This is an optimization exercise on Yosys and OpenROAD, whose aim is a short achievable clock period and few clock cycles, not a production implementation.
In this exercise RTL edits were held to simulation tests only and were not proved equivalent to the original.
Power figures rest on the tool's default switching activity, not on a simulated workload.

`run.sh`:
```
#!/bin/bash
# synth_recipe.tcl (not shown) runs the flow's synth.tcl, then flattens the netlist and writes it again
# the make line also repeats each setting of config.mk as NAME=value (left out here)
make -C /OpenROAD-flow-scripts/flow DESIGN_CONFIG=/design/flow/config.mk WORK_HOME=/design/flow/orfs CLKGATE_MAP_FILE= SYNTH_SCRIPT=/design/flow/synth_recipe.tcl finish
```
`config.mk`:
```
export PLATFORM = sky130hd
export DESIGN_NAME = lc4_pipeline
export DESIGN_NICKNAME = lc4_pipeline
export VERILOG_FILES = /design/flow/design.v
export SDC_FILE = /design/flow/constraint.sdc
export NUM_CORES = 4
export LEC_CHECK = 0
export CAP_MARGIN = 20
export CORE_MARGIN = 2
export CORE_UTILIZATION = 40
export SETUP_SLACK_MARGIN = 3.0
export SLEW_MARGIN = 20
export SYNTH_HIERARCHICAL = 1
export SYNTH_MINIMUM_KEEP_SIZE = 0
```
`constraint.sdc`:
```
create_clock -name core_clock -period 5.0 [get_ports {gwe}]
set_input_delay 1.0000 -clock core_clock [delete_from_list [all_inputs] [get_ports {gwe}]]
set_output_delay 1.0000 -clock core_clock [all_outputs]
set_load 0.01 [all_outputs]
```
`design.v`:
```
`default_nettype none
package lc4_pkg;
   typedef logic [16-1:0] word_t;
   typedef logic [3-1:0] rsel_t;
   typedef logic [2:0]             nzp_t;   
   typedef enum logic [3:0] {
      OP_BR    = 4'b0000,
      OP_ARITH = 4'b0001,
      OP_LOGIC = 4'b0101,
      OP_LDR   = 4'b0110,
      OP_STR   = 4'b0111,
      OP_CONST = 4'b1001,
      OP_JMP   = 4'b1100
   } opcode_e;
   typedef enum logic [1:0] {
      STALL_NONE  = 2'd0,
      STALL_FLUSH = 2'd2,   
      STALL_LOAD  = 2'd3    
   } stall_e;
endpackage
`default_nettype wire
`timescale 1ns/100ps
`default_nettype none
module lc4_c_inv   (input wire a, output wire y); assign y = ~a; endmodule
module lc4_c_buf   (input wire a, output wire y); assign y = a; endmodule
module lc4_c_nand2 (input wire a, input wire b, output wire y); assign y = ~(a & b); endmodule
module lc4_c_nor2  (input wire a, input wire b, output wire y); assign y = ~(a | b); endmodule
module lc4_c_xor2  (input wire a, input wire b, output wire y); assign y = a ^ b; endmodule
module lc4_c_xnor2 (input wire a, input wire b, output wire y); assign y = ~(a ^ b); endmodule
module lc4_c_nand3 (input wire a, input wire b, input wire c, output wire y);
   assign y = ~(a & b & c);
endmodule
module lc4_c_nand4 (input wire a, input wire b, input wire c, input wire d, output wire y);
   assign y = ~(a & b & c & d);
endmodule
module lc4_c_nor4  (input wire a, input wire b, input wire c, input wire d, output wire y);
   assign y = ~(a | b | c | d);
endmodule
module lc4_c_aoi21 (input wire a1, input wire a2, input wire b, output wire y);
   assign y = ~((a1 & a2) | b);
endmodule
module lc4_c_oai21 (input wire a1, input wire a2, input wire b, output wire y);
   assign y = ~((a1 | a2) & b);
endmodule
module lc4_c_aoi22 (input wire a1, input wire a2, input wire b1, input wire b2, output wire y);
   assign y = ~((a1 & a2) | (b1 & b2));
endmodule
module lc4_c_aoi222 (input wire a1, input wire a2, input wire b1, input wire b2,
                     input wire c1, input wire c2, output wire y);
   assign y = ~((a1 & a2) | (b1 & b2) | (c1 & c2));
endmodule
module lc4_c_mux2  (input wire s, input wire a0, input wire a1, output wire y);
   assign y = s ? a1 : a0;
endmodule
module lc4_ks_carry (
   input  wire [15:0] g,
   input  wire [15:0] t,
   output wire [15:0] c
);
   wire [15:0] g1n, t1n, g2, t2, g3n, t3n;
   genvar k;
   generate
      for (k = 0; k < 16; k++) begin : l1   
         if (k >= 1) begin : f
            lc4_c_aoi21 ug (.a1(t[k]), .a2(g[k-1]), .b(g[k]), .y(g1n[k]));
            lc4_c_nand2 ut (.a(t[k]), .b(t[k-1]), .y(t1n[k]));
         end else begin : p
            lc4_c_inv   ug (.a(g[k]), .y(g1n[k]));
            assign t1n[k] = 1'b1;
         end
      end
      for (k = 0; k < 16; k++) begin : l2   
         if (k >= 2) begin : f
            lc4_c_oai21 ug (.a1(t1n[k]), .a2(g1n[k-2]), .b(g1n[k]), .y(g2[k]));
            lc4_c_nor2  ut (.a(t1n[k]), .b(t1n[k-2]), .y(t2[k]));
         end else begin : p
            lc4_c_inv   ug (.a(g1n[k]), .y(g2[k]));
            assign t2[k] = 1'b0;
         end
      end
      for (k = 0; k < 16; k++) begin : l3   
         if (k >= 4) begin : f
            lc4_c_aoi21 ug (.a1(t2[k]), .a2(g2[k-4]), .b(g2[k]), .y(g3n[k]));
            lc4_c_nand2 ut (.a(t2[k]), .b(t2[k-4]), .y(t3n[k]));
         end else begin : p
            lc4_c_inv   ug (.a(g2[k]), .y(g3n[k]));
            assign t3n[k] = 1'b1;
         end
      end
      for (k = 0; k < 16; k++) begin : l4   
         if (k >= 8) begin : f
            lc4_c_oai21 ug (.a1(t3n[k]), .a2(g3n[k-8]), .b(g3n[k]), .y(c[k]));
         end else begin : p
            lc4_c_inv   ug (.a(g3n[k]), .y(c[k]));
         end
      end
   endgenerate
endmodule
module lc4_c_mux2i (input wire s, input wire a0, input wire a1, output wire y);
   assign y = ~(s ? a1 : a0);
endmodule
module lc4_hold #(parameter int W = 16) (
   input  wire         en,
   input  wire [W-1:0] q,    
   input  wire [W-1:0] d,    
   output wire [W-1:0] y
);
   genvar i;
   generate
      for (i = 0; i < W; i++) begin : bit_g
         lc4_c_mux2 um (.s(en), .a0(q[i]), .a1(d[i]), .y(y[i]));
      end
   endgenerate
endmodule
module lc4_bufv #(parameter int W = 16) (
   input  wire [W-1:0] a,
   output wire [W-1:0] y
);
   genvar i;
   generate
      for (i = 0; i < W; i++) begin : bit_g
         lc4_c_buf ub (.a(a[i]), .y(y[i]));
      end
   endgenerate
endmodule
module lc4_inc16 (
   input  wire [15:0] a,
   output wire [15:0] s
);
   wire [15:0] n1, p2, n3, p4;
   genvar i;
   generate
      for (i = 0; i < 16; i++) begin : bit_g
         if (i >= 1) begin : l1f lc4_c_nand2 u (.a(a[i]), .b(a[i-1]), .y(n1[i])); end
         else        begin : l1p lc4_c_inv   u (.a(a[i]), .y(n1[i])); end
         if (i >= 2) begin : l2f lc4_c_nor2  u (.a(n1[i]), .b(n1[i-2]), .y(p2[i])); end
         else        begin : l2p lc4_c_inv   u (.a(n1[i]), .y(p2[i])); end
         if (i >= 4) begin : l3f lc4_c_nand2 u (.a(p2[i]), .b(p2[i-4]), .y(n3[i])); end
         else        begin : l3p lc4_c_inv   u (.a(p2[i]), .y(n3[i])); end
         if (i >= 8) begin : l4f lc4_c_nor2  u (.a(n3[i]), .b(n3[i-8]), .y(p4[i])); end
         else        begin : l4p lc4_c_inv   u (.a(n3[i]), .y(p4[i])); end
         if (i >= 1) begin : sf  lc4_c_xor2  u (.a(a[i]), .b(p4[i-1]), .y(s[i])); end
         else        begin : sp  lc4_c_inv   u (.a(a[i]), .y(s[i])); end
      end
   endgenerate
endmodule
module lc4_ks_carry_n (
   input  wire [15:0] gn,
   input  wire [15:0] tn,
   output wire [15:0] cn
);
   wire [15:0] g1, t1, g2n, t2n, g3, t3;
   genvar k;
   generate
      for (k = 0; k < 16; k++) begin : l1   
         if (k >= 1) begin : f
            lc4_c_oai21 ug (.a1(tn[k]), .a2(gn[k-1]), .b(gn[k]), .y(g1[k]));
            lc4_c_nor2  ut (.a(tn[k]), .b(tn[k-1]), .y(t1[k]));
         end else begin : p
            lc4_c_inv   ug (.a(gn[k]), .y(g1[k]));
            assign t1[k] = 1'b0;
         end
      end
      for (k = 0; k < 16; k++) begin : l2   
         if (k >= 2) begin : f
            lc4_c_aoi21 ug (.a1(t1[k]), .a2(g1[k-2]), .b(g1[k]), .y(g2n[k]));
            lc4_c_nand2 ut (.a(t1[k]), .b(t1[k-2]), .y(t2n[k]));
         end else begin : p
            lc4_c_inv   ug (.a(g1[k]), .y(g2n[k]));
            assign t2n[k] = 1'b1;
         end
      end
      for (k = 0; k < 16; k++) begin : l3   
         if (k >= 4) begin : f
            lc4_c_oai21 ug (.a1(t2n[k]), .a2(g2n[k-4]), .b(g2n[k]), .y(g3[k]));
            lc4_c_nor2  ut (.a(t2n[k]), .b(t2n[k-4]), .y(t3[k]));
         end else begin : p
            lc4_c_inv   ug (.a(g2n[k]), .y(g3[k]));
            assign t3[k] = 1'b0;
         end
      end
      for (k = 0; k < 16; k++) begin : l4   
         if (k >= 8) begin : f
            lc4_c_aoi21 ug (.a1(t3[k]), .a2(g3[k-8]), .b(g3[k]), .y(cn[k]));
         end else begin : p
            lc4_c_inv   ug (.a(g3[k]), .y(cn[k]));
         end
      end
   endgenerate
endmodule
module lc4_add16 (
   input  wire [15:0] a,
   input  wire [15:0] b,
   input  wire        ci,
   output wire [15:0] s
);
   wire [15:0] gn, tn, x, cn;
   wire        cin_n;
   genvar i;
   generate
      for (i = 0; i < 16; i++) begin : bit_g
         lc4_c_nand2 ug (.a(a[i]), .b(b[i]), .y(gn[i]));
         lc4_c_nor2  ut (.a(a[i]), .b(b[i]), .y(tn[i]));
         lc4_c_xor2  ux (.a(a[i]), .b(b[i]), .y(x[i]));
         lc4_c_xnor2 us (.a(x[i]), .b(cn[i]), .y(s[i]));
      end
   endgenerate
   lc4_c_inv uci (.a(ci), .y(cin_n));
   lc4_ks_carry_n uc (.gn({gn[14:0], cin_n}), .tn({tn[14:0], 1'b1}), .cn(cn));
endmodule
module lc4_pcmux_bit (
   input  wire s9, t9, s11, t11,
   input  wire sa, a, sb, b, sc, c, sd, d,
   output wire y
);
   wire tn, abn, cdn;
   lc4_c_aoi22 ut (.a1(s9), .a2(t9), .b1(s11), .b2(t11), .y(tn));
   lc4_c_aoi22 ua (.a1(sa), .a2(a), .b1(sb), .b2(b), .y(abn));
   lc4_c_aoi22 uc (.a1(sc), .a2(c), .b1(sd), .b2(d), .y(cdn));
   lc4_c_nand3 un (.a(tn), .b(abn), .c(cdn), .y(y));
endmodule
module lc4_alu_bit (
   input  wire m,            
   input  wire mb,           
   input  wire ld,           
   input  wire a_reg,        
   input  wire b_reg,        
   input  wire sub,          
   input  wire sa_m, sa_l, sa_r,   
   input  wire sb_m, sb_l, sb_r,   
   input  wire op_add, op_addxor, op_xor, op_and, op_or,
   input  wire s_nxt,        
   output wire gn,           
   output wire tn,           
   output wire x,            
   output wire y0n,          
   output wire y1n,          
   output wire z0n,          
   output wire z1n           
);
   wire a1, a2, a3, b1, b2, b3, a, b, bs, g, t, y0, y1;
   lc4_c_nand2 ua1 (.a(sa_m), .b(m), .y(a1));
   lc4_c_nand2 ua2 (.a(sa_l), .b(ld), .y(a2));
   lc4_c_nand2 ua3 (.a(sa_r), .b(a_reg), .y(a3));
   lc4_c_nand3 ua  (.a(a1), .b(a2), .c(a3), .y(a));
   lc4_c_xor2  us  (.a(b_reg), .b(sub), .y(bs));
   lc4_c_nand2 ub1 (.a(sb_m), .b(mb), .y(b1));
   lc4_c_nand2 ub2 (.a(sb_l), .b(ld), .y(b2));
   lc4_c_nand2 ub3 (.a(sb_r), .b(bs), .y(b3));
   lc4_c_nand3 ub  (.a(b1), .b(b2), .c(b3), .y(b));
   lc4_c_nand2 ug  (.a(a), .b(b), .y(gn));
   lc4_c_nor2  ut  (.a(a), .b(b), .y(tn));
   lc4_c_xor2  ux  (.a(a), .b(b), .y(x));
   assign g   = ~gn;
   assign t   = ~tn;
   assign y0  = (op_addxor & x) | (op_and & g) | (op_or & t);
   assign y1  = (op_add & ~x) | (op_xor & x) | (op_and & g) | (op_or & t);
   assign y0n = ~y0;
   assign y1n = ~y1;
   assign z0n = ~(y0 ^ s_nxt);
   assign z1n = ~(y1 ^ s_nxt);
endmodule
module lc4_alu (
   input  wire [15:0] i_m,
   input  wire [15:0] i_mb,
   input  wire [15:0] i_ld,
   input  wire [15:0] i_a,
   input  wire [15:0] i_b,
   input  wire [15:0] i_sa_m, i_sa_l, i_sa_r,          
   input  wire [15:0] i_sb_m, i_sb_l, i_sb_r,
   input  wire [15:0] i_subv,                          
   input  wire        i_sub,
   input  wire        i_op_add, i_op_addxor, i_op_xor, i_op_and, i_op_or,
   input  wire        i_s_nxt,
   output wire [15:0] o_res,
   output wire [15:0] o_resb,
   output wire        o_zero
);
   wire [15:0] gn, tn, x, y0n, y1n, z0n, z1n, cn, e;
   wire [3:0]  za_n, zl_n;
   wire        z_add, z_log, sub_n;
   genvar i;
   generate
      for (i = 0; i < 16; i++) begin : bit_g
         lc4_alu_bit ub (
            .m(i_m[i]), .mb(i_mb[i]), .ld(i_ld[i]), .a_reg(i_a[i]), .b_reg(i_b[i]),
            .sub(i_subv[i]), .sa_m(i_sa_m[i]), .sa_l(i_sa_l[i]), .sa_r(i_sa_r[i]),
            .sb_m(i_sb_m[i]), .sb_l(i_sb_l[i]), .sb_r(i_sb_r[i]),
            .op_add(i_op_add), .op_addxor(i_op_addxor), .op_xor(i_op_xor),
            .op_and(i_op_and), .op_or(i_op_or), .s_nxt(i_s_nxt),
            .gn(gn[i]), .tn(tn[i]), .x(x[i]), .y0n(y0n[i]), .y1n(y1n[i]), .z0n(z0n[i]),
            .z1n(z1n[i])
         );
         lc4_c_mux2i ur (.s(cn[i]), .a0(y1n[i]), .a1(y0n[i]), .y(o_res[i]));
         lc4_c_mux2i uq (.s(cn[i]), .a0(z1n[i]), .a1(z0n[i]), .y(o_resb[i]));
         if (i == 0) begin : z0
            lc4_c_xnor2 ue (.a(x[i]), .b(i_sub), .y(e[i]));
         end else begin : zn
            lc4_c_xor2  ue (.a(x[i]), .b(tn[i-1]), .y(e[i]));
         end
      end
      for (i = 0; i < 4; i++) begin : zt
         lc4_c_nand4 ua (.a(e[4*i]), .b(e[4*i+1]), .c(e[4*i+2]), .d(e[4*i+3]), .y(za_n[i]));
         lc4_c_nand4 ul (.a(y0n[4*i]), .b(y0n[4*i+1]), .c(y0n[4*i+2]), .d(y0n[4*i+3]),
                         .y(zl_n[i]));
      end
   endgenerate
   lc4_c_nor4 uza (.a(za_n[0]), .b(za_n[1]), .c(za_n[2]), .d(za_n[3]), .y(z_add));
   lc4_c_nor4 uzl (.a(zl_n[0]), .b(zl_n[1]), .c(zl_n[2]), .d(zl_n[3]), .y(z_log));
   lc4_c_mux2 uz  (.s(i_op_add), .a0(z_log), .a1(z_add), .y(o_zero));
   lc4_c_inv uci (.a(i_sub), .y(sub_n));
   lc4_ks_carry_n uc (.gn({gn[14:0], sub_n}), .tn({tn[14:0], 1'b1}), .cn(cn));
endmodule
module lc4_fsel (
   input  wire mislate,       
   input  wire brv,           
   input  wire m_setcc,       
   input  wire n, z,          
   input  wire mn, mz, mp,    
   input  wire misw,          
   input  wire stall,
   input  wire boot,
   input  wire [15:0] fi,     
   output wire mis,
   output wire s_malt, s_alt, s_hold, s_t9, s_t11, s_seq
);
   wire mis_m, f_pred, f_j;
   lc4_fpred up (.i(fi), .y(f_pred));
   assign f_j    = fi[15];
   assign mis_m  = n ? mn : (z ? mz : mp);
   assign mis    = !mislate && brv && (m_setcc ? mis_m : misw);
   assign s_malt = mislate;
   assign s_alt  = mis;
   assign s_hold = !mislate && !mis && (stall || !boot);
   assign s_t9   = !mislate && !mis && !stall && boot && f_pred && !f_j;
   assign s_t11  = !mislate && !mis && !stall && boot && f_pred && f_j;
   assign s_seq  = !mislate && !mis && !stall && boot && !f_pred;
endmodule
module lc4_fpred (
   input  wire [15:0] i,
   output wire        y
);
   wire c, brc;
   assign c   = !i[13] && !i[12];
   assign brc = (i[8] && (i[11] || i[10] || i[9])) || (i[9] && (i[11] || i[10]));
   assign y   = c && ((i[15] && i[14] && i[11]) || (!i[15] && !i[14] && brc));
endmodule
`timescale 1ns/100ps
`default_nettype none
module lc4_pipeline (
   input  wire                 gwe,
   input  wire                 i_arst_n,
   output lc4_pkg::word_t      o_imem_addr,
   input  wire lc4_pkg::word_t i_imem_data,
   output lc4_pkg::word_t      o_dmem_addr,
   output logic                o_dmem_we,
   output lc4_pkg::word_t      o_dmem_wdata,
   input  wire lc4_pkg::word_t i_dmem_rdata,
   output lc4_pkg::stall_e     o_wb_stall,
   output lc4_pkg::word_t      o_wb_pc,
   output lc4_pkg::word_t      o_wb_insn,
   output logic                o_wb_rf_we,
   output lc4_pkg::rsel_t      o_wb_rf_wsel,
   output lc4_pkg::word_t      o_wb_rf_wdata,
   output logic                o_wb_nzp_we,
   output lc4_pkg::nzp_t       o_wb_nzp
);
   localparam int NS = 4;   
   function automatic logic [2:0] nzp_of(input logic [15:0] v);
      nzp_of = {v[15], v == 16'd0, !v[15] && (v != 16'd0)};
   endfunction
   function automatic logic [7:0] onehot(input logic [2:0] r);
      onehot = 8'd1 << r;
   endfunction
   logic [15:0] pc, pc_o, pc_a, pc_p1;   
   localparam logic [15:0] K_PC = 16'h8200;
   logic [15:0] pc_x, pc_ax;
   logic        r_boot;   
   logic        r_bub;   
   assign pc    = pc_x ^ K_PC;
   assign pc_a  = pc_ax ^ K_PC;
   assign o_wb_stall = r_bub ? lc4_pkg::STALL_FLUSH : lc4_pkg::STALL_NONE;
   logic        x_valid;
   logic [15:0] x_pc, x_insn, x_a, x_b, x_sd, x_alt;
   logic [NS-1:0] x_sa_m, x_sa_l, x_sa_r, x_sb_m, x_sb_l, x_sb_r, x_subc;
   logic        x_bps;
   logic        x_we, x_ld, x_st, x_brv, x_pred;
   logic        x_mn, x_mz, x_mp;   
   logic        x_misw;             
   logic        x_brl;              
   logic        m_misl;             
   logic [15:0] m_alt;
   logic [2:0]  x_rd, x_mask;
   logic [7:0]  x_rd1h;
   logic        x_sub, x_op_add, x_op_addxor, x_op_and, x_op_or, x_op_xor;
   logic        m_valid, m_st_v;
   logic [15:0] m_pc, m_insn, m_res, m_mb, m_sd, m_addr;
   logic        m_we, m_ld, m_z, m_setcc;
   logic [2:0]  m_rd;
   logic [7:0]  m_rd1h;
   logic        w_valid;
   logic [15:0] w_val;
   logic        w_we;
   logic [2:0]  w_rd;
   logic [7:0]  w_rd1h;
   logic [15:0] rf [8];
   logic [2:0]  ccw;   
   assign o_imem_addr = pc_o;
   logic [15:0] fi;
   logic [3:0]  f_op;
   logic        f_arith, f_arith_ok, f_logic, f_ldr, f_str, f_const, f_br, f_jmp, f_not;
   logic        f_sub, f_we, f_use_rs, f_use_rt, f_triv, f_pred;
   logic [7:0]  f_rs1h, f_rt1h, f_rd1h;
   logic [15:0] f_imm_b, f_off9, f_off11;
   logic [15:0] f_tgt9, f_tgt11;
   assign fi         = i_imem_data;
   assign f_op       = fi[15:12];
   assign f_arith    = f_op == 4'b0001;
   assign f_arith_ok = f_arith && (fi[5] || !fi[3]);
   assign f_logic    = f_op == 4'b0101;
   assign f_ldr      = f_op == 4'b0110;
   assign f_str      = f_op == 4'b0111;
   assign f_const    = f_op == 4'b1001;
   assign f_br       = f_op == 4'b0000 && fi[11:9] != 3'b000;
   assign f_jmp      = f_op == 4'b1100 && fi[11];
   assign f_not      = f_logic && !fi[5] && fi[4:3] == 2'b01;
   assign f_sub      = f_arith && !fi[5] && fi[4:3] == 2'b10;
   assign f_we       = f_arith_ok || f_logic || f_ldr || f_const;
   assign f_use_rs   = f_arith_ok || f_logic || f_ldr || f_str;
   assign f_use_rt   = (f_arith_ok || f_logic) && !fi[5] && !f_not;
   assign f_triv     = fi[15] ? (fi[10:0] == 11'd0) : (fi[8:0] == 9'd0);
   lc4_fpred u_fpred (.i(fi), .y(f_pred));
   assign f_imm_b    = (f_ldr || f_str) ? {{10{fi[5]}}, fi[5:0]} :
                       f_const          ? {{7{fi[8]}}, fi[8:0]} :
                       f_not            ? 16'hFFFF :
                                          {{11{fi[4]}}, fi[4:0]};
   assign f_rs1h     = onehot(fi[8:6]);
   assign f_rt1h     = onehot(fi[2:0]);
   assign f_rd1h     = onehot(fi[11:9]);
   assign f_off9  = {{7{fi[8]}}, fi[8:0]};
   assign f_off11 = {{5{fi[10]}}, fi[10:0]};
   lc4_add16 u_t9   (.a(pc_a), .b(f_off9),  .ci(1'b1), .s(f_tgt9));
   lc4_add16 u_t11  (.a(pc_a), .b(f_off11), .ci(1'b1), .s(f_tgt11));
   lc4_inc16 u_inc  (.a(pc), .s(pc_p1));
   logic        stall, r_replay;
   logic [15:0] r_rpc;
   assign stall = r_boot && x_valid && x_ld && f_sub && |(f_rt1h & x_rd1h);
   logic        mh_s, mh_t, mh_d, wh_s, wh_t, wh_d;
   logic        a_ld, a_m, a_w, a_rf, b_ld, b_m, b_w, b_rf, b_im, s_ld, s_m, s_w, s_rf;
   logic [15:0] rf_s, rf_t, rf_d;
   logic [15:0] a_nxt, b_nxt, sd_nxt;
   always_comb begin
      rf_s = '0;
      rf_t = '0;
      rf_d = '0;
      for (int k = 0; k < 8; k++) begin
         rf_s = rf_s | (f_rs1h[k] ? rf[k] : 16'd0);
         rf_t = rf_t | (f_rt1h[k] ? rf[k] : 16'd0);
         rf_d = rf_d | (f_rd1h[k] ? rf[k] : 16'd0);
      end
   end
   assign mh_s = m_valid && m_we && |(f_rs1h & m_rd1h);
   assign mh_t = m_valid && m_we && |(f_rt1h & m_rd1h);
   assign mh_d = m_valid && m_we && |(f_rd1h & m_rd1h);
   assign wh_s = w_valid && w_we && |(f_rs1h & w_rd1h);
   assign wh_t = w_valid && w_we && |(f_rt1h & w_rd1h);
   assign wh_d = w_valid && w_we && |(f_rd1h & w_rd1h);
   assign a_ld = f_use_rs && mh_s && m_ld;
   assign a_m  = f_use_rs && mh_s && !m_ld;
   assign a_w  = f_use_rs && !mh_s && wh_s;
   assign a_rf = f_use_rs && !mh_s && !wh_s;
   assign b_ld = f_use_rt && mh_t && m_ld;
   assign b_m  = f_use_rt && mh_t && !m_ld;
   assign b_w  = f_use_rt && !mh_t && wh_t;
   assign b_rf = f_use_rt && !mh_t && !wh_t;
   assign b_im = !f_use_rt;
   assign s_ld = mh_d && m_ld;
   assign s_m  = mh_d && !m_ld;
   assign s_w  = !mh_d && wh_d;
   assign s_rf = !mh_d && !wh_d;
   assign a_nxt  = ({16{a_ld}} & i_dmem_rdata) | ({16{a_m}} & m_res) |
                   ({16{a_w}} & w_val) | ({16{a_rf}} & rf_s);
   assign b_nxt  = ({16{b_ld}} & i_dmem_rdata) | ({16{b_m}} & m_res) |
                   ({16{b_w}} & w_val) | ({16{b_rf}} & rf_t) | ({16{b_im}} & f_imm_b);
   assign sd_nxt = ({16{s_ld}} & i_dmem_rdata) | ({16{s_m}} & m_res) |
                   ({16{s_w}} & w_val) | ({16{s_rf}} & rf_d);
   logic bpa_nxt, bpb_nxt, bla_nxt, blb_nxt;
   assign bpa_nxt = f_use_rs && x_valid && x_we && !x_ld && |(f_rs1h & x_rd1h);
   assign bpb_nxt = f_use_rt && x_valid && x_we && !x_ld && |(f_rt1h & x_rd1h);
   assign bla_nxt = f_use_rs && x_valid && x_ld && |(f_rs1h & x_rd1h);
   assign blb_nxt = f_use_rt && x_valid && x_ld && |(f_rt1h & x_rd1h);
   logic [NS-1:0] sa_m_nxt, sa_l_nxt, sa_r_nxt, sb_m_nxt, sb_l_nxt, sb_r_nxt, sub_nxt;
   genvar gi;
   generate
      for (gi = 0; gi < NS; gi++) begin : sel
         lc4_c_buf  u_sam (.a(bpa_nxt), .y(sa_m_nxt[gi]));
         lc4_c_buf  u_sal (.a(bla_nxt), .y(sa_l_nxt[gi]));
         lc4_c_nor2 u_sar (.a(bpa_nxt), .b(bla_nxt), .y(sa_r_nxt[gi]));
         lc4_c_buf  u_sbm (.a(bpb_nxt), .y(sb_m_nxt[gi]));
         lc4_c_buf  u_sbl (.a(blb_nxt), .y(sb_l_nxt[gi]));
         lc4_c_nor2 u_sbr (.a(bpb_nxt), .b(blb_nxt), .y(sb_r_nxt[gi]));
         lc4_c_buf u_sub (.a(f_sub),   .y(sub_nxt[gi]));
      end
   endgenerate
   logic [15:0] x_res, x_resb;
   logic [15:0] sa_m16, sa_l16, sa_r16, sb_m16, sb_l16, sb_r16, sub16;
   logic        x_zero;
   logic [2:0]  m_nzp_f;
   logic        x_mis;
   always_comb begin
      for (int i = 0; i < 16; i++) begin
         sa_m16[i] = x_sa_m[i / (16 / NS)];
         sa_l16[i] = x_sa_l[i / (16 / NS)];
         sa_r16[i] = x_sa_r[i / (16 / NS)];
         sb_m16[i] = x_sb_m[i / (16 / NS)];
         sb_l16[i] = x_sb_l[i / (16 / NS)];
         sb_r16[i] = x_sb_r[i / (16 / NS)];
         sub16[i]  = x_subc[i / (16 / NS)];
      end
   end
   lc4_alu u_alu (
      .i_m(m_res), .i_mb(m_mb), .i_ld(i_dmem_rdata), .i_a(x_a), .i_b(x_b),
      .i_sa_m(sa_m16), .i_sa_l(sa_l16), .i_sa_r(sa_r16),
      .i_sb_m(sb_m16), .i_sb_l(sb_l16), .i_sb_r(sb_r16), .i_subv(sub16),
      .i_sub(x_sub), .i_op_add(x_op_add), .i_op_addxor(x_op_addxor), .i_op_xor(x_op_xor),
      .i_op_and(x_op_and), .i_op_or(x_op_or), .i_s_nxt(f_sub),
      .o_res(x_res), .o_resb(x_resb), .o_zero(x_zero)
   );
   assign m_nzp_f = {m_res[15], m_z, !m_res[15] && !m_z};
   logic [2:0] ccw_nxt;
   assign ccw_nxt = !(m_valid && m_we) ? ccw : (m_ld ? nzp_of(i_dmem_rdata) : m_nzp_f);
   logic [7:0]  s_malt, s_alt, s_hold, s_t9, s_t11, s_seq, mis_c;
   logic [15:0] pc_nxt, pc_nxt_o, pc_nxt_a, x_res_o;
   logic [15:0] pc_hold;
   logic        s_malt_c, s_alt_c, s_hold_c, s_t9_c, s_t11_c, s_seq_c;
   lc4_fsel u_fsel_c (
      .mislate(m_misl), .brv(x_brv), .m_setcc(m_setcc), .n(m_res[15]), .z(m_z), .mn(x_mn), .mz(x_mz),
      .mp(x_mp), .misw(x_misw), .stall(r_replay), .boot(r_boot), .fi(fi),
      .mis(x_mis), .s_malt(s_malt_c), .s_alt(s_alt_c), .s_hold(s_hold_c), .s_t9(s_t9_c), .s_t11(s_t11_c),
      .s_seq(s_seq_c)
   );
   generate
      for (gi = 0; gi < 8; gi++) begin : fs
         lc4_fsel u_fsel (
            .mislate(m_misl), .brv(x_brv), .m_setcc(m_setcc), .n(m_res[15]), .z(m_z), .mn(x_mn), .mz(x_mz),
            .mp(x_mp), .misw(x_misw), .stall(r_replay), .boot(r_boot), .fi(fi),
            .mis(mis_c[gi]), .s_malt(s_malt[gi]), .s_alt(s_alt[gi]), .s_hold(s_hold[gi]),
            .s_t9(s_t9[gi]), .s_t11(s_t11[gi]), .s_seq(s_seq[gi])
         );
      end
   endgenerate
   generate
      for (gi = 0; gi < 16; gi++) begin : pcm
         assign pc_hold[gi] = r_replay ? r_rpc[gi] : pc[gi];
         lc4_pcmux_bit u_pc (.s9(s_t9[gi/2]), .t9(f_tgt9[gi]), .s11(s_t11[gi/2]),
                             .t11(f_tgt11[gi]), .sa(s_malt[gi/2]), .a(m_alt[gi]),
                             .sb(s_alt[gi/2]), .b(x_alt[gi]), .sc(s_seq[gi/2]), .c(pc_p1[gi]),
                             .sd(s_hold[gi/2]), .d(pc_hold[gi]), .y(pc_nxt[gi]));
      end
   endgenerate
   lc4_bufv #(16) u_pco (.a(pc_nxt), .y(pc_nxt_o));
   lc4_bufv #(16) u_pca (.a(pc_nxt), .y(pc_nxt_a));
   lc4_bufv #(16) u_mad (.a(x_res), .y(x_res_o));
   logic [15:0] m_val_o;
   lc4_bufv #(16) u_mvo (.a(m_ld ? i_dmem_rdata : m_res), .y(m_val_o));
   logic f_go, f_brnt;
   assign f_go   = r_boot && !r_replay && !stall && !x_mis && !m_misl;
   assign f_brnt = f_br && !f_triv;
   logic [15:0] rf_nxt [8];
   generate
      for (gi = 0; gi < 8; gi++) begin : rfw
         lc4_hold #(16) u_h (.en(w_valid && w_we && w_rd1h[gi]), .q(rf[gi]), .d(w_val),
                             .y(rf_nxt[gi]));
      end
   endgenerate
   always_ff @(posedge gwe or negedge i_arst_n) begin
      if (!i_arst_n) begin
         pc_x    <= '0;
         r_boot  <= 1'b0;
         pc_ax   <= '0;
         r_replay <= 1'b0;
         x_valid <= 1'b0;
         x_brv   <= 1'b0;
         x_brl   <= 1'b0;
         m_misl  <= 1'b0;
         m_valid <= 1'b0;
         w_valid <= 1'b0;
         ccw     <= 3'b000;
         for (int k = 0; k < 8; k++) rf[k] <= '0;
      end else begin
         pc_x   <= pc_nxt ^ K_PC;
         r_boot <= 1'b1;
         pc_ax   <= pc_nxt_a ^ K_PC;
         x_valid <= f_go;
         r_replay <= r_boot && !r_replay && stall && !x_mis && !m_misl;
         x_brv   <= f_go && f_brnt && !(x_valid && x_ld);
         x_brl   <= f_go && f_brnt && x_valid && x_ld;
         m_misl  <= x_brl && !m_misl && (|(x_mask & ccw_nxt) != x_pred);
         m_valid <= x_valid && !m_misl;
         w_valid <= m_valid;
         for (int k = 0; k < 8; k++) rf[k] <= rf_nxt[k];
         if (m_valid && m_we) ccw <= m_ld ? nzp_of(i_dmem_rdata) : m_nzp_f;
      end
   end
   always_ff @(posedge gwe) begin
      pc_o        <= pc_nxt_o;
      r_rpc       <= pc;
      m_st_v      <= x_valid && x_st && !m_misl;
      r_bub       <= !m_valid;
      o_wb_rf_we  <= m_valid && m_we;
      o_wb_nzp_we <= m_valid && m_we;
   end
   always_ff @(posedge gwe) begin
      x_pc     <= pc;
      x_insn   <= fi;
      x_a      <= a_nxt;
      x_b      <= b_nxt;
      x_sd     <= sd_nxt;
      x_sa_m   <= sa_m_nxt;
      x_sa_l   <= sa_l_nxt;
      x_sa_r   <= sa_r_nxt;
      x_sb_m   <= sb_m_nxt;
      x_sb_l   <= sb_l_nxt;
      x_sb_r   <= sb_r_nxt;
      x_subc   <= sub_nxt;
      x_bps    <= f_str && x_valid && x_we && |(f_rd1h & x_rd1h);
      x_alt    <= f_pred ? pc_p1 : f_tgt9;
      x_we     <= f_we;
      x_ld     <= f_ldr;
      x_st     <= f_str;
      x_mn     <= fi[11] != f_pred;
      x_mz     <= fi[10] != f_pred;
      x_mp     <= fi[9] != f_pred;
      x_misw   <= |(fi[11:9] & ccw_nxt) != f_pred;
      x_pred   <= f_pred;
      x_rd     <= fi[11:9];
      x_rd1h   <= f_rd1h;
      x_mask   <= fi[11:9];
      x_sub    <= f_sub;
      x_op_add    <= !f_logic && !f_const;
      x_op_addxor <= (!f_logic && !f_const) || (f_logic && !fi[5] && fi[3]);
      x_op_and    <= f_logic && (fi[5] || fi[4:3] == 2'b00);
      x_op_or     <= f_const || (f_logic && !fi[5] && fi[4:3] == 2'b10);
      x_op_xor    <= f_logic && !fi[5] && fi[3];
      m_pc   <= x_pc;
      m_insn <= x_insn;
      m_res  <= x_res;
      m_addr <= x_res_o;
      m_mb   <= x_resb;
      m_z    <= x_zero;
      m_sd   <= x_bps ? (m_ld ? i_dmem_rdata : m_res) : x_sd;
      m_we   <= x_we;
      m_setcc <= x_valid && x_we && !m_misl;
      m_alt   <= x_alt;
      m_ld   <= x_ld;
      m_rd   <= x_rd;
      m_rd1h <= x_rd1h;
      w_val  <= m_ld ? i_dmem_rdata : m_res;
      w_we   <= m_we;
      w_rd   <= m_rd;
      w_rd1h <= m_rd1h;
      o_wb_pc       <= m_pc;
      o_wb_insn     <= m_insn;
      o_wb_rf_wsel  <= m_rd;
      o_wb_rf_wdata <= m_val_o;
      o_wb_nzp      <= m_ld ? nzp_of(i_dmem_rdata) : m_nzp_f;
   end
   assign o_dmem_addr  = m_addr;
   assign o_dmem_we    = m_st_v;
   assign o_dmem_wdata = m_sd;
endmodule
`default_nettype wire
```
==> results.py, run 1 <==
metrics = {
    "global_route": {
        "grt_remaining_overflow": 0,
        "antenna_found_initial": 0,
        "grt_max_degree": 81,
        "grt_pass1_vias": 23100,
        "grtUsageTotal_pct": 29.3,
        "grt_pass1_wl_mm": 156,
    },
    "critical_path": {
        "cp.depth": 10,
        "critPathArrivalTime_ns": 2.68,
        "crit_path_start": "i_imem_data[11]",
        "critPathLaunchType": "input port",
        "max_stage_delay_ns": 0.30,
        "crit_buf_inv": 4,
        "cpMaxStageDelayCell": "mux2_4",
        "cp.required_ns": 5.47,
        "worstRegToRegCells": 7,
        "end_kind": "register",
        "path_class": "input port to register",
        "crit_fanout": 6,
        "r2r_start": "w_we",
        "critical_path.top_delay_family": "multiplexers",
        "cp_cell_sequence": "buf_16 > buf_12 > mux2_4 > a22oi_2 > o22ai_2 > o21bai_4 > buf_6 > buf_12 > mux2i_1 > mux2i_1",
    },
    "die": {
        "start_util_pct": 40.4,
        "die_h_um": 267,
        "core_area_sq_um": 68600,
        "die-area_sq_um": 71500,
        "num_io_pins": 141,
        "fp-row-count": 96,
        "die_w_um": 267,
    },
    "clock_network": {
        "cts_num_sinks": 536,
        "cts_tree": "done",
        "cts_buffers": 58,
        "ctsHtreeMaxLevel": 2,
        "clk_pin_slew_ns": 0.06,
        "clk_latency_ns": 0.63,
        "root_buffer": "clkbuf_16",
        "hold_buffers": 0,
        "clock_path_buffers": 3,
    },
    "power": {
        "powerDensity_nw_per_um2": 420,
        "p_leak_nw": 15.7,
        "ir_drop_uv": 284,
        "power_mw": 15.9,
    },
    "timing": {
        "finalMaxSlewViolations": 0,
        "hold_violations": 0,
        "fin_ws_ns": 2.79,
        "relSlewSlack_pct": 36.2,
        "timing.hold.ws_ns": 0.201,
        "setup_viol": 0,
        "grt_setup_unrepaired": "yes",
        "fin_setup_tns_ns": 0,
        "fin_crit_sh_pct": 44.1,
        "fin_crit_ns": 2.21,
        "clock_skew_ns": 0.0218,
        "fmax_ghz": 0.453,
        "max_slew.worst_pin.slew_ns": 0.930,
    },
    "finish": {
        "diodes": 0,
        "area_delta_synth_final_pct": 36.9,
        "final_util_pct": 55.4,
        "drive_above_1_share_pct": 48.6,
        "layout.nets": 3028,
        "fillers": 5662,
    },
    "routing": {
        "ant_nets": 0,
        "route.detailed.drc": 0,
        "drt_iter0_drc": 2261,
        "drt_first_pass_iters": 6,
        "routed_via_density": 5.93,
        "wirelength_mm": 108,
        "num_vias": 23600,
        "post_drt_wl_per_cell_um": 27.1,
    },
    "outcome": {
        "status": "timing/DRC/antenna clean",
    },
    "synth": {
        "yosysWarningCount": 10,
        "syn_avg_cell_area_sq_um": 10.2,
        "netlist_area_sq_um": 27700,
        "syn_inst": 2726,
    },
    "placement": {
        "gp_congestion": 0.983,
        "portBuffers": 139,
        "hpwl_mm": 70.7,
        "place_ws_ns": 0.852,
    },
    "run": {
        "drv_cap": 0,
    },
    "hold_path": {
        "hold_path.class": "input port to async pin",
    },
}
-- through the flow --
step	std cells	cell area, sq um
finish	3975	38000
CTS	3918	36000
detailed placement	3659	31000
global route	3975	38000
floorplan	2728	29600
global placement	3659	31000
-- routing by layer --
metal	part of all wire, %	vias to the layer above	global-route usage (%)
met5	0	-	0
met4	6.1	0	15.5
met3	7.9	352	5.99
met2	44	1174	44.3
met1	42	11800	39.4
li1	-	10200	-
-- repair_timing --
item | in CTS | in global routing
pin swaps | 112 | 110
cloned | 25 | 6
resized for setup | 942 | 286
setup endpoints to repair | 328 | 272
buffers inserted | 124 | 51
-- area by class of cell --
cell class              instances  area [sq um]  share of cell area [%]
clock buffers                  72          1630                    4.29
clock inverters                38           462                    1.22
inverters                     140           559                    1.47
multi-input cells            1874         17900                    47.3
flip-flops and latches        536         11700                    30.8
well taps                     931          1160                    3.07
repair buffers                384          4530                    11.9
-- flip-flops by register name (all words and copies together), names as in the netlist, 14 cells and up --
register,cells
r_rpc,16
m_alt,16
pc_x,16
rf,128
m_addr,16
m_res,16
m_pc,16
x_b,16
m_sd,16
pc_o,16
o_wb_pc,16
o_wb_insn,14
x_a,16
w_val,15
x_sd,16
pc_ax,16
x_insn,14
o_wb_rf_wdata,16
m_mb,16
x_alt,16
m_insn,14
-- power breakdown --
part | total [mW] | switching, mW | leakage, nW | internal (mW)
logic | 4.95 | 2.59 | 9.42 | 2.36
clock network | 4.64 | 1.89 | 1.03 | 2.75
registers | 6.35 | 1.06 | 5.27 | 5.29
-- layout by cell type (no fill, tap or decap), types with 39 or more instances in the layout --
| cell | instances |
|---|---|
| a21oi_2 | 73 |
| nor2_2 | 39 |
| a221oi_1 | 47 |
| clkbuf_16 | 66 |
| mux2i_1 | 105 |
| buf_2 | 57 |
| a22oi_2 | 52 |
| o21ai_2 | 44 |
| xor2_1 | 111 |
| nand2_1 | 231 |
| mux2_4 | 155 |
| dfxtp_1 | 309 |
| nor2_4 | 56 |
| nor2_1 | 142 |
| dfrtp_1 | 165 |
| dfxtp_2 | 50 |
| o21ai_1 | 67 |
| inv_1 | 121 |
| buf_6 | 97 |
| buf_4 | 138 |
| buf_12 | 47 |
| mux2_2 | 66 |
-- worst paths after layout --
| kind | to | slack, ns |
|---|---|---|
| max reg2reg | x_sd[5] | 2.90 |
| min reg2reg | o_wb_insn[7] | 0.32 |
| min in group core_clock | o_wb_insn[7] | 0.32 |
| min | rf[0][10] | 0.20 |
| max | x_sd[12] | 2.79 |
| max in group asynchronous | rf[1][6] | 3.83 |
Testbench counts, summed over its fixed seeds: cycles 9,161.
==> run 2: changes to the inputs <==
--- a/design.v
+++ b/design.v
@@ -346,4 +346,22 @@
    assign y   = c && ((i[15] && i[14] && i[11]) || (!i[15] && !i[14] && brc));
 endmodule
+module lc4_opsel (
+   input  wire [2:0] r,       
+   input  wire       use_r,   
+   input  wire       mv,      
+   input  wire       mld,     
+   input  wire [2:0] mrd,
+   input  wire       wv,      
+   input  wire [2:0] wrd,
+   output wire       s_ld, s_m, s_w, s_rf
+);
+   wire mh, wh;
+   assign mh   = mv && r == mrd;
+   assign wh   = wv && r == wrd;
+   assign s_ld = use_r && mh && mld;
+   assign s_m  = use_r && mh && !mld;
+   assign s_w  = use_r && !mh && wh;
+   assign s_rf = use_r && !mh && !wh;
+endmodule
 `timescale 1ns/100ps
 `default_nettype none
@@ -445,7 +463,5 @@
    logic        stall, r_replay;
    logic [15:0] r_rpc;
-   assign stall = r_boot && x_valid && x_ld && f_sub && |(f_rt1h & x_rd1h);
-   logic        mh_s, mh_t, mh_d, wh_s, wh_t, wh_d;
-   logic        a_ld, a_m, a_w, a_rf, b_ld, b_m, b_w, b_rf, b_im, s_ld, s_m, s_w, s_rf;
+   assign stall = r_boot && x_valid && x_ld && f_sub && (fi[2:0] == x_rd);
    logic [15:0] rf_s, rf_t, rf_d;
    logic [15:0] a_nxt, b_nxt, sd_nxt;
@@ -460,36 +476,35 @@
       end
    end
-   assign mh_s = m_valid && m_we && |(f_rs1h & m_rd1h);
-   assign mh_t = m_valid && m_we && |(f_rt1h & m_rd1h);
-   assign mh_d = m_valid && m_we && |(f_rd1h & m_rd1h);
-   assign wh_s = w_valid && w_we && |(f_rs1h & w_rd1h);
-   assign wh_t = w_valid && w_we && |(f_rt1h & w_rd1h);
-   assign wh_d = w_valid && w_we && |(f_rd1h & w_rd1h);
-   assign a_ld = f_use_rs && mh_s && m_ld;
-   assign a_m  = f_use_rs && mh_s && !m_ld;
-   assign a_w  = f_use_rs && !mh_s && wh_s;
-   assign a_rf = f_use_rs && !mh_s && !wh_s;
-   assign b_ld = f_use_rt && mh_t && m_ld;
-   assign b_m  = f_use_rt && mh_t && !m_ld;
-   assign b_w  = f_use_rt && !mh_t && wh_t;
-   assign b_rf = f_use_rt && !mh_t && !wh_t;
-   assign b_im = !f_use_rt;
-   assign s_ld = mh_d && m_ld;
-   assign s_m  = mh_d && !m_ld;
-   assign s_w  = !mh_d && wh_d;
-   assign s_rf = !mh_d && !wh_d;
-   assign a_nxt  = ({16{a_ld}} & i_dmem_rdata) | ({16{a_m}} & m_res) |
-                   ({16{a_w}} & w_val) | ({16{a_rf}} & rf_s);
-   assign b_nxt  = ({16{b_ld}} & i_dmem_rdata) | ({16{b_m}} & m_res) |
-                   ({16{b_w}} & w_val) | ({16{b_rf}} & rf_t) | ({16{b_im}} & f_imm_b);
-   assign sd_nxt = ({16{s_ld}} & i_dmem_rdata) | ({16{s_m}} & m_res) |
-                   ({16{s_w}} & w_val) | ({16{s_rf}} & rf_d);
+   logic       w_wv;   
+   logic [3:0] a_ld4, a_m4, a_w4, a_rf4, b_ld4, b_m4, b_w4, b_rf4, s_ld4, s_m4, s_w4, s_rf4;
+   genvar gi;
+   generate
+      for (gi = 0; gi < 4; gi++) begin : ops
+         lc4_opsel u_a (.r(fi[8:6]), .use_r(f_use_rs), .mv(m_setcc), .mld(m_ld), .mrd(m_rd),
+                        .wv(w_wv), .wrd(w_rd), .s_ld(a_ld4[gi]), .s_m(a_m4[gi]),
+                        .s_w(a_w4[gi]), .s_rf(a_rf4[gi]));
+         lc4_opsel u_b (.r(fi[2:0]), .use_r(f_use_rt), .mv(m_setcc), .mld(m_ld), .mrd(m_rd),
+                        .wv(w_wv), .wrd(w_rd), .s_ld(b_ld4[gi]), .s_m(b_m4[gi]),
+                        .s_w(b_w4[gi]), .s_rf(b_rf4[gi]));
+         lc4_opsel u_s (.r(fi[11:9]), .use_r(1'b1), .mv(m_setcc), .mld(m_ld), .mrd(m_rd),
+                        .wv(w_wv), .wrd(w_rd), .s_ld(s_ld4[gi]), .s_m(s_m4[gi]),
+                        .s_w(s_w4[gi]), .s_rf(s_rf4[gi]));
+      end
+      for (gi = 0; gi < 16; gi++) begin : opv
+         assign a_nxt[gi]  = (a_ld4[gi/4] & i_dmem_rdata[gi]) | (a_m4[gi/4] & m_res[gi]) |
+                             (a_w4[gi/4] & w_val[gi]) | (a_rf4[gi/4] & rf_s[gi]);
+         assign b_nxt[gi]  = (b_ld4[gi/4] & i_dmem_rdata[gi]) | (b_m4[gi/4] & m_res[gi]) |
+                             (b_w4[gi/4] & w_val[gi]) | (b_rf4[gi/4] & rf_t[gi]) |
+                             (!f_use_rt & f_imm_b[gi]);
+         assign sd_nxt[gi] = (s_ld4[gi/4] & i_dmem_rdata[gi]) | (s_m4[gi/4] & m_res[gi]) |
+                             (s_w4[gi/4] & w_val[gi]) | (s_rf4[gi/4] & rf_d[gi]);
+      end
+   endgenerate
    logic bpa_nxt, bpb_nxt, bla_nxt, blb_nxt;
-   assign bpa_nxt = f_use_rs && x_valid && x_we && !x_ld && |(f_rs1h & x_rd1h);
-   assign bpb_nxt = f_use_rt && x_valid && x_we && !x_ld && |(f_rt1h & x_rd1h);
-   assign bla_nxt = f_use_rs && x_valid && x_ld && |(f_rs1h & x_rd1h);
-   assign blb_nxt = f_use_rt && x_valid && x_ld && |(f_rt1h & x_rd1h);
+   assign bpa_nxt = f_use_rs && x_valid && x_we && !x_ld && (fi[8:6] == x_rd);
+   assign bpb_nxt = f_use_rt && x_valid && x_we && !x_ld && (fi[2:0] == x_rd);
+   assign bla_nxt = f_use_rs && x_valid && x_ld && (fi[8:6] == x_rd);
+   assign blb_nxt = f_use_rt && x_valid && x_ld && (fi[2:0] == x_rd);
    logic [NS-1:0] sa_m_nxt, sa_l_nxt, sa_r_nxt, sb_m_nxt, sb_l_nxt, sb_r_nxt, sub_nxt;
-   genvar gi;
    generate
       for (gi = 0; gi < NS; gi++) begin : sel
@@ -624,5 +639,5 @@
       x_sb_r   <= sb_r_nxt;
       x_subc   <= sub_nxt;
-      x_bps    <= f_str && x_valid && x_we && |(f_rd1h & x_rd1h);
+      x_bps    <= f_str && x_valid && x_we && (fi[11:9] == x_rd);
       x_alt    <= f_pred ? pc_p1 : f_tgt9;
       x_we     <= f_we;
@@ -658,4 +673,5 @@
       w_val  <= m_ld ? i_dmem_rdata : m_res;
       w_we   <= m_we;
+      w_wv   <= m_setcc;
       w_rd   <= m_rd;
       w_rd1h <= m_rd1h;
==> run 2 against run 1 <==
Still clean. Wire length shrank 3.5%. Flip-flop and latch count grew 1. Synthesized cell count grew 1.1%. Core utilization shrank 1.4 points. Area after synthesis grew 1.8%. Critical endpoint is now m_z. Largest cell class unchanged. Largest power group unchanged.
==> results.py, run 2 <==
metrics = {
    "finish": {
        "drive_above_1_share_pct": 46.9,
        "final_cell_mix": "dfxtp_1 (288), nand2_1 (214), dfrtp_1 (158)",
        "area_delta_synth_final_pct": 33.7,
        "layout.nets": 3053,
        "diodes": 0,
        "final_cells": 4009,
        "mostFrequentLayoutCell": "dfxtp_1",
        "largest_reg_flops": 128,
        "largest-register": "rf",
    },
    "placement": {
        "portBuffers": 139,
        "gp_congestion": 0.924,
        "placed_cells": 3722,
        "hpwl_mm": 67.6,
    },
    "timing": {
        "setup_viol": 0,
        "fin_crit_ns": 2.21,
        "max_slew.worst_pin.slew_ns": 1.07,
        "clock_skew_ns": 0.0489,
        "fin_crit_sh_pct": 44.2,
        "fin_setup_tns_ns": 0,
        "hold_violations": 0,
        "fmax_ghz": 0.453,
        "timing.hold.ws_ns": 0.322,
        "relSlewSlack_pct": 28.5,
        "finalMaxSlewViolations": 0,
        "grt_setup_unrepaired": "yes",
    },
    "routing": {
        "drt_iter0_drc": 2635,
        "wirelength_mm": 104,
        "routed_via_density": 5.93,
        "ant_nets": 0,
        "post_drt_wl_per_cell_um": 26.0,
        "route.detailed.drc": 0,
        "drt_first_pass_iters": 9,
        "num_vias": 23800,
    },
    "power": {
        "internal-power_mw": 10.3,
        "p_sw_mw": 5.45,
        "swShare_pct": 34.7,
        "share_comb_of_total_power_pct": 30.5,
        "p_clk_share_pct": 28.9,
        "powerDensity_nw_per_um2": 416,
        "p_seq_share_pct": 40.6,
        "p_leak_nw": 15.4,
        "ir_drop_uv": 360,
    },
    "die": {
        "die_h_um": 270,
        "fp-row-count": 97,
        "start_util_pct": 40.3,
        "die_w_um": 270,
        "die-area_sq_um": 72800,
        "num_io_pins": 141,
        "core_area_sq_um": 70000,
    },
    "clock_network": {
        "ctsHtreeMaxLevel": 2,
        "root_buffer": "clkbuf_16",
        "clk_latency_ns": 0.65,
        "cts_buffers": 58,
        "clock_path_buffers": 3,
        "hold_buffers": 0,
        "clk_pin_slew_ns": 0.06,
        "cts_tree": "done",
        "cts_num_sinks": 537,
    },
    "critical_path": {
        "r2r_start": "x_subc[2]",
        "end_kind": "register",
        "path_class": "register to register",
        "regToRegSetupSlack_ns": 2.79,
        "critPathArrivalTime_ns": 2.76,
        "worstRegToRegCells": 9,
        "r2r-end": "m_z",
        "crit_fanout": 6,
        "critPathLaunchType": "register",
        "cp.required_ns": 5.55,
    },
    "hold_path": {
        "min_to": "o_wb_pc[6]",
        "min_from": "m_pc[6]",
        "hold_path.class": "register to register",
        "min_path_cells": 0,
    },
    "global_route": {
        "use_met3_pct": 4.62,
        "use_met1_pct": 36.6,
        "grt_pass1_vias": 23300,
        "grt_remaining_overflow": 0,
        "antenna_found_initial": 5,
        "met2_usage_pct": 42.4,
        "grt_pass1_wl_mm": 150,
        "grt_max_degree": 72,
        "grtUsageTotal_pct": 26.8,
        "grt.busiest_layer": "met2",
    },
    "synth": {
        "syn_avg_cell_area_sq_um": 10.2,
        "yosysWarningCount": 10,
        "netlist_area_sq_um": 28200,
        "syn_inst": 2756,
    },
    "run": {
        "drv_cap": 0,
    },
    "outcome": {
        "status": "timing/DRC/antenna clean",
    },
}
==> run 2: area by class of cell <==
type                       count  area [sq um]
fill                        5966         32300
multi-input combinational   1906         18100
sequential                   537         11800
timing repair buffer         362          4080
clock buffer                  78          1710
tap                          940          1180
inverter                     154           632
clock inverter                32           334
==> run 2: worst max path at each step <==
stage	cells after the start	endpoint	slack (ns)	from
floorplan	7	x_brv	1.18	i_imem_data[13]
global placement	7	x_b[5]	0.96	i_imem_data[4]
detailed placement	7	x_b[5]	1.00	i_imem_data[4]
CTS	1	o_wb_nzp[2]	2.80	o_wb_nzp[2]
global route	6	x_b[0]	2.78	i_imem_data[0]
finish	9	m_z	2.79	x_subc[2]
==> run 2: worst max-delay path, cell delays in order, from the launching register on <==
cell and delay (ns):
dfxtp_4 0.37, xor2_1 0.14, nand2_1 0.13, nand3_4 0.12
nor2_4 0.27, buf_6 0.15, xor2_1 0.16, nand4_1 0.19
nor4_2 0.36, mux2_4 0.23
==> run 2: metrics by stage <==
stage,instance area (sq um),setup slack [ns],utilization (%),power [mW]
floorplan,30200,1.18,-,9.19
global placement,31800,0.964,45.4,10.5
global route,37800,2.78,53.9,16.3
detailed placement,31800,1.00,45.4,10.6
finish,37800,2.79,53.9,15.7
CTS,35500,2.80,50.7,15.3
==> run 2: layer usage <==
metal | up-vias | part of all wire [%]
li1 | 10400 | -
met1 | 12000 | 43
met2 | 1137 | 46
met3 | 236 | 7.4
met4 | 4 | 3.9
met5 | - | 0.023
==> run 2: repair_timing <==
item | CTS | global route
hold endpoints to repair | 0 | 0
endpoints found under the setup margin | 323 | 267
pin swaps | 89 | 178
gates cloned | 13 | 9
setup buffers | 77 | 78
gates resized for setup | 867 | 309
==> run 2: power by group through the flow <==
stage	Sequential (mW)	Clock, mW	Combinational (mW)
6_report	6.37	4.54	4.79
5_1_grt	6.47	4.79	5.06
4_1_cts	6.29	4.60	4.38
3_5_place_dp	6.36	0	4.24
2_1_floorplan	6.08	0	3.12
3_3_place_gp	6.34	0	4.19
Testbench counts of run 2, summed over its fixed seeds: cycles 9,161.
==> run 3: changes to the inputs <==
--- a/design.v
+++ b/design.v
@@ -278,5 +278,7 @@
 );
    wire [15:0] gn, tn, x, y0n, y1n, z0n, z1n, cn, e;
-   wire [3:0]  za_n, zl_n;
+   wire [7:0]  za1, zl1;
+   wire [3:0]  za2, zl2;
+   wire [1:0]  za_n, zl_n;
    wire        z_add, z_log, sub_n;
    genvar i;
@@ -300,12 +302,19 @@
          end
       end
-      for (i = 0; i < 4; i++) begin : zt
-         lc4_c_nand4 ua (.a(e[4*i]), .b(e[4*i+1]), .c(e[4*i+2]), .d(e[4*i+3]), .y(za_n[i]));
-         lc4_c_nand4 ul (.a(y0n[4*i]), .b(y0n[4*i+1]), .c(y0n[4*i+2]), .d(y0n[4*i+3]),
-                         .y(zl_n[i]));
+      for (i = 0; i < 8; i++) begin : zt1
+         lc4_c_nand2 ua (.a(e[2*i]), .b(e[2*i+1]), .y(za1[i]));
+         lc4_c_nand2 ul (.a(y0n[2*i]), .b(y0n[2*i+1]), .y(zl1[i]));
+      end
+      for (i = 0; i < 4; i++) begin : zt2
+         lc4_c_nor2 ua (.a(za1[2*i]), .b(za1[2*i+1]), .y(za2[i]));
+         lc4_c_nor2 ul (.a(zl1[2*i]), .b(zl1[2*i+1]), .y(zl2[i]));
+      end
+      for (i = 0; i < 2; i++) begin : zt3
+         lc4_c_nand2 ua (.a(za2[2*i]), .b(za2[2*i+1]), .y(za_n[i]));
+         lc4_c_nand2 ul (.a(zl2[2*i]), .b(zl2[2*i+1]), .y(zl_n[i]));
       end
    endgenerate
-   lc4_c_nor4 uza (.a(za_n[0]), .b(za_n[1]), .c(za_n[2]), .d(za_n[3]), .y(z_add));
-   lc4_c_nor4 uzl (.a(zl_n[0]), .b(zl_n[1]), .c(zl_n[2]), .d(zl_n[3]), .y(z_log));
+   lc4_c_nor2 uza (.a(za_n[0]), .b(za_n[1]), .y(z_add));
+   lc4_c_nor2 uzl (.a(zl_n[0]), .b(zl_n[1]), .y(z_log));
    lc4_c_mux2 uz  (.s(i_op_add), .a0(z_log), .a1(z_add), .y(o_zero));
    lc4_c_inv uci (.a(i_sub), .y(sub_n));
==> run 3 against run 2 <==
Still clean. Synthesized cell count increased by 0.73%. Sequential power about the same. Clock skew decreased by 0.014 ns. Maximum frequency decreased by 2.9%. Wire length increased by 1.6%. Combinational power about the same. Critical path type is now input port to register. Largest cell class unchanged. Largest power group unchanged.
==> results.py, run 3 <==
metrics = {
    "outcome": {
        "status": "timing/DRC/antenna clean",
    },
    "global_route": {
        "grt.busiest_layer": "met2",
        "grt_max_degree": 131,
        "use_met3_pct": 4.13,
        "grt_pass1_wl_mm": 152,
        "grt_remaining_overflow": 0,
        "use_met1_pct": 37.5,
        "met2_usage_pct": 44.1,
        "grt_pass1_vias": 23400,
        "grtUsageTotal_pct": 27.3,
        "antenna_found_initial": 1,
    },
    "timing": {
        "fin_setup_tns_ns": 0,
        "fmax_ghz": 0.440,
        "setup_viol": 0,
        "fin_ws_ns": 2.73,
        "clock_skew_ns": 0.0345,
        "fin_crit_sh_pct": 45.5,
        "finalMaxSlewViolations": 0,
        "fin_crit_ns": 2.27,
        "timing.hold.ws_ns": 0.299,
        "max_slew.worst_pin.slew_ns": 0.898,
        "hold_violations": 0,
        "grt_setup_unrepaired": "yes",
        "relSlewSlack_pct": 40.1,
    },
    "clock_network": {
        "clk_pin_slew_ns": 0.06,
        "hold_buffers": 0,
        "cts_tree": "done",
        "root_buffer": "clkbuf_16",
        "clk_latency_ns": 0.65,
        "cts_num_sinks": 537,
        "cts_buffers": 59,
        "clock_path_buffers": 3,
        "ctsHtreeMaxLevel": 2,
    },
    "finish": {
        "fillers": 5995,
        "multi_input_area_sq_um": 18200,
        "layout.nets": 3064,
        "mostFrequentLayoutCell": "dfxtp_1",
        "area_delta_synth_final_pct": 34.2,
        "largest-register": "rf",
        "largest_reg_flops": 128,
        "drive_above_1_share_pct": 46.1,
        "seq_area_sq_um": 11800,
        "final_cell_mix": "dfxtp_1 (281), nand2_1 (225), dfrtp_1 (160)",
        "final_cell_area_sq_um": 37900,
    },
    "placement": {
        "portBuffers": 139,
        "placed_area_sq_um": 31800,
        "place_ws_ns": 1.29,
        "gp_congestion": 0.928,
        "hpwl_mm": 67.8,
    },
    "hold_path": {
        "hold_path.class": "input port to async pin",
    },
    "critical_path": {
        "regToRegSetupSlack_ns": 2.86,
        "crit_fanout": 5,
        "worstRegToRegCells": 6,
        "critPathArrivalTime_ns": 2.78,
        "path_class": "input port to register",
        "end_kind": "register",
        "critPathLaunchType": "input port",
        "r2r_start": "m_setcc",
        "cp.required_ns": 5.51,
        "r2r-end": "pc_x[7]",
    },
    "die": {
        "die_w_um": 270,
        "fp-row-count": 97,
        "start_util_pct": 40.4,
        "die-area_sq_um": 72900,
        "core_area_sq_um": 70000,
        "die_h_um": 270,
        "num_io_pins": 141,
    },
    "power": {
        "p_leak_nw": 15.5,
        "powerDensity_nw_per_um2": 415,
        "ir_drop_uv": 309,
    },
    "run": {
        "drv_cap": 0,
    },
    "synth": {
        "netlist_area_sq_um": 28300,
        "yosysWarningCount": 10,
        "syn_inst": 2776,
        "syn_avg_cell_area_sq_um": 10.2,
    },
    "routing": {
        "drt_iter0_drc": 2689,
        "post_drt_wl_per_cell_um": 26.3,
        "ant_nets": 0,
        "routed_via_density": 5.88,
        "wirelength_mm": 106,
        "num_vias": 23600,
        "route.detailed.drc": 0,
        "drt_first_pass_iters": 6,
    },
}
[run 3: worst max-delay path by stage]
| stage | start | end | slack [ns] | cells after the start |
|---|---|---|---|---|
| after floorplan | i_imem_data[13] | x_brv | 1.18 | 7 |
| after global placement | i_imem_data[4] | x_b[5] | 1.29 | 7 |
| after detailed placement | i_imem_data[4] | x_b[5] | 1.29 | 7 |
| after CTS | o_wb_nzp[2] | o_wb_nzp[2] | 2.76 | 2 |
| after global routing | i_imem_data[13] | m_mb[9] | 2.66 | 11 |
| final | i_imem_data[13] | pc_x[3] | 2.73 | 11 |
[run 3: report_power, final]
| part | switching (mW) | leakage (nW) | internal (mW) |
|---|---|---|---|
| Clock | 1.90 | 0.959 | 2.64 |
| Combinational | 2.50 | 9.27 | 2.32 |
| Sequential | 1.06 | 5.26 | 5.32 |
[run 3: per-layer routing]
metal  routed length (um)  share of wire [%]
met1                45100                 43
met2                49200                 47
met3                 7810                7.4
met4                 3620                3.4
met5                    0                  0
[run 3: timing repair]
item,CTS,global route
pin swaps,88,127
setup endpoints to repair,320,283
resized for setup,914,271
buffers inserted,99,53
gates cloned,20,8
[run 3: critical path, stage by stage]
cell and delay, ns:
buf_6 0.10, buf_12 0.11, buf_4 0.13, buf_8 0.13, buf_12 0.12, clkbuf_16 0.16
a2111oi_4 0.43, nand2b_1 0.21, a21oi_2 0.07, a22oi_2 0.19, nand3_2 0.14
[run 3: layout make-up]
class | count | area share, %
diodes | 1 | 0.00660
well taps | 940 | 3.10
repair buffers | 351 | 10.9
clock inverters | 26 | 0.818
inverters | 154 | 1.73
multi-input cells | 1926 | 48.0
clock buffers | 81 | 4.48
repair inverters | 1 | 0.0165
flip-flops and latches | 537 | 31.0
[run 3: metrics by stage]
step | utilization, % | power (mW) | instances
2_1_floorplan | - | 9.20 | 2786
6_report | 54.2 | 15.7 | 4017
3_5_place_dp | 45.5 | 10.6 | 3729
5_1_grt | 54.2 | 16.3 | 4016
3_3_place_gp | 45.5 | 10.6 | 3729
4_1_cts | 51.6 | 15.4 | 3955
Testbench counts of run 3, summed over its fixed seeds: cycles 9,161.

afterwards: timing with drivers on the ports:
No port has a modelled driver above. Below, the same layouts with a new extraction and two added sets of constraints. Step 1 assumes that a clkbuf_16 drives the clock port and a buf_2 every other input. Step 2, shift: input delay + t, output delay - t, t = (earliest + latest rising clock arrival at the registers) / 2. This alone moves slack from input paths to output paths. Three values: ideal ports, drivers, drivers and shift; two values: the first two.
run | t, ns | setup WS [ns] | hold slack, ns | worst register clock-pin slew, ns
run 1 | 0.686 | 2.795 / 2.625 / 1.939 | 0.201 / 0.174 / 0.322 | 0.07 / 0.07
run 2 | 0.688 | 2.790 / 2.759 / 2.071 | 0.322 / 0.322 / 0.322 | 0.07 / 0.07
run 3 | 0.696 | 2.725 / 2.688 / 1.992 | 0.299 / 0.277 / 0.323 | 0.07 / 0.07
After both steps every run listed still meets setup and hold. The setup slack of run 1, which loses most, moves by -0.170 ns with the drivers and by -0.856 ns with both steps.
